Source: an optimization exercise on an open RTL-to-GDS flow (aim: small area, a short achievable clock period and few clock cycles per item). Production flows keep margins and buffers that such runs may drop. The RTL was checked by simulation tests, not by an equivalence proof against the original design. No activity file was given, so power comes from the tool's default toggle rates.

delta:
// arp_cache_table_top
module arp_cache_table_top #(
  parameter int ENTRIES = 16
) (
  input  logic         clk,
  input  logic         rst,
  input  logic         s_axis_tvalid,
  output logic         s_axis_tready,
  input  logic [119:0] s_axis_tdata,
  output logic         m_axis_tvalid,
  input  logic         m_axis_tready,
  output logic [111:0] m_axis_tdata,
  output logic         m_axis_tlast,
  input  logic         cfg_valid,
  output logic         cfg_ready,
  input  logic [1:0]   cfg_index,
  input  logic [15:0]  cfg_data
);
  localparam int N = 16;
  function automatic logic [N-1:0] above(input logic [N-1:0] m);
    logic [N-1:0] p;
    p = m;
    p = p | (p << 1);
    p = p | (p << 2);
    p = p | (p << 4);
    p = p | (p << 8);
    above = p << 1;
  endfunction
  function automatic logic [3:0] encode(input logic [N-1:0] m);
    logic [3:0] r;
    r = '0;
    for (int i = 0; i < N; i++) if (m[i]) r = r | 4'(i);
    encode = r;
  endfunction
  logic [15:0] timeout_ticks;
  logic [3:0]  retry_limit;
  logic [16:0] tnow;
  logic [1:0]  st   [N];
  logic [16:0] expt [N];
  logic [3:0]  ret  [N];
  logic [15:0] pro  [N];
  logic [31:0] ip   [N];
  logic [47:0] hw   [N];
  logic [3:0]  prt  [N];
  logic [N-1:0] amask;        
  logic [N-1:0] nf;           
  logic         rv;
  logic [101:0] rd;           
  logic [N-1:0] cand;          
  logic [N-1:0] tmask;         
  logic [16:0]  tld;           
  logic [1:0]  r_act;
  logic [15:0] r_pro;
  logic [31:0] r_ip;
  logic [47:0] r_hw;
  logic [3:0]  r_port;
  assign r_act  = rd[1:0];
  ...
clock: 7.0 ns
lec_check: 0
cap_margin: 30
core_margin: 2
core_utilization: 55
cts_cluster_diameter: 100
cts_cluster_size: 22
setup_slack_margin: 3.6
slew_margin: 40
synth_hierarchical: 1
synth_minimum_keep_size: 0
standard.sh (not shown) runs the stock make flow with config.mk's settings and CLKGATE_MAP_FILE= SYNTH_SCRIPT=/design/flow/synth_recipe.tcl, a recipe that flattens the netlist after the stock synthesis.
==> flow/flow/run.sh <==
#!/bin/bash
# Layout flow: the standard ORFS layout (standard.sh), with two changes
# to how cells are chosen: ports are buffered with buf_4 cells instead of
# the slow delay cell the standard flow picks, and timing repair may resize
# a cell to one of another footprint. Everything else, synthesis included,
# is the standard flow's.
set -euo pipefail
cd "$(dirname "$0")/.."
sed 's|"\${@:-finish}"|MATCH_CELL_FOOTPRINT=0 "BUFFER_PORTS_ARGS=-buffer_cell sky130_fd_sc_hd__buf_4" "${@:-finish}"|' \
  standard.sh > standard_mod.sh
grep -q 'MATCH_CELL_FOOTPRINT=0' standard_mod.sh
bash standard_mod.sh > flow_make.log 2>&1
delta: flow completed, timing, DRC and antenna clean
Testbench counts of delta, summed over its fixed seeds: cycles 4,247, requests 3,200.
> inputs changed (delta -> beta)
--- a/flow/design.v
+++ b/flow/design.v
@@ -166,32 +166,34 @@
   logic [109:0] od;
   assign adv  = !ov || m_axis_tready;
   assign proc   = adv && (rv || tact);
   assign r_done = adv && rv && !tact;
   assign m_axis_tvalid = ov;
   assign m_axis_tdata  = {2'b0, od};
   assign m_axis_tlast  = olast;
   assign cfg_ready     = 1'b1;
-  logic [N-1:0] live, sel, free_m, seli, resend_v, ev, exp_t, cm;
+  logic [N-1:0] live, sel, free_m, seli, resend_v, exp_t, cm, cm_early;
   logic         any, anyi;
   logic [16:0]  tload;
   act_add17 u_tadd (.a(tnow), .b({1'b0, timeout_ticks}), .s(tload));
   always_comb begin
     for (int i = 0; i < N; i++) begin
       live[i]     = st[i] != ST_FREE;
       free_m[i]   = !live[i];
       resend_v[i] = st[i] == ST_WAIT && ret[i] != 4'd0;
     end
   end
   for (genvar gi = 0; gi < N; gi++) begin : g_exp
     act_expired u_exp (.e(expt[gi]), .t(tnow), .x(exp_t[gi]));
   end
-  assign ev = tact ? tmask : (live & exp_t);
-  assign cm = a_tick ? ev : (cand & live);
+  logic first_tick;
+  assign first_tick = rv && !tact && is_tick;
+  assign cm_early   = tact ? tmask : (is_tick ? '0 : (cand & live));
+  assign cm         = cm_early | ({N{first_tick}} & live & exp_t);
   act_lowest u_sel (.m(cm), .r(sel));
   assign any  = |cm;
   assign seli = is_ins ? nf : '0;
   assign anyi = |seli;
   logic [1:0] newst;
   assign newst = (r_act == ACT_INS_RES) ? ST_RES : ST_WAIT;
   logic       tick_ev;
   assign tick_ev = a_tick && any;
@@ -289,17 +291,17 @@
         end
         ov <= bv;
         if (bv) begin
           od    <= {rdslot, st_b, encode(bsel), bok, kind_b};
           olast <= blast;
         end
       end
       if (adv && a_tick) begin
-        tmask <= ev & ~sel;
+        tmask <= cm & ~sel;
         tact  <= any;
       end
       if (adv) pend <= tick_ev;
       if (r_done && is_tick) tld <= tload;
       if (adv) begin
         amask <= amask_n;
         nf    <= nf_n;
       end
[summary]
delta and beta ended up with roughly the same first-pass GRT wire length. Final-stage net count: beta vs delta up 31. Diff delta -> beta: area growth from synthesis to final layout grew by 0.59 points, post-route clock period utilization shrank by 1.8 points, area after synthesis held steady. There was hardly any difference in die outline area between delta and beta. Looking at final routed wirelength across all metal layers, beta sits above delta. Sequential share of layout area (higher): delta. ~same fraction of the yosys area taken by sequential cells in delta and beta. Diff delta -> beta: setup slack of the critical path after layout higher, length in cells of the worst reg-to-reg path went down, non-clock buffering overhead in the final layout increased by 0.19 points relative to the old numbers, clock network fraction of design power did not really move. On initial antenna violation count, the higher figure sits with delta, not beta.
Testbench counts of beta, summed over its fixed seeds: cycles 4,247, requests 3,200.

-- separate check: timing with driven ports --
Ports are ideal in the flow. The routed layouts listed here were re-timed in OpenROAD. Step 1: set_driving_cell puts a clkbuf_16 on clk and a buf_2 on each other input, an assumption about the parent block. Step 2 also shifts input and output timing later by t, the mid clock arrival at the registers, as if the neighbouring blocks saw the same clock. Slacks: ideal ports / drivers / drivers and shift; pairs: ideal ports / drivers.
| run | shift t [ns] | slack for setup (ns) | worst setup path at the end | slew at the worst register clock pin (ns) | cell pins on the clock port's net |
|---|---|---|---|---|---|
| delta | 0.942 | 3.255 / 3.255 / 2.384 | input to register | 0.11 / 0.11 | 1 |
| beta | 0.936 | 3.384 / 3.384 / 2.571 | input to register | 0.11 / 0.11 | 1 |
After both steps every run listed still meets setup and hold. For delta, which loses most, drivers alone change the setup slack by 0.000 ns; drivers and shift together by -0.871 ns.
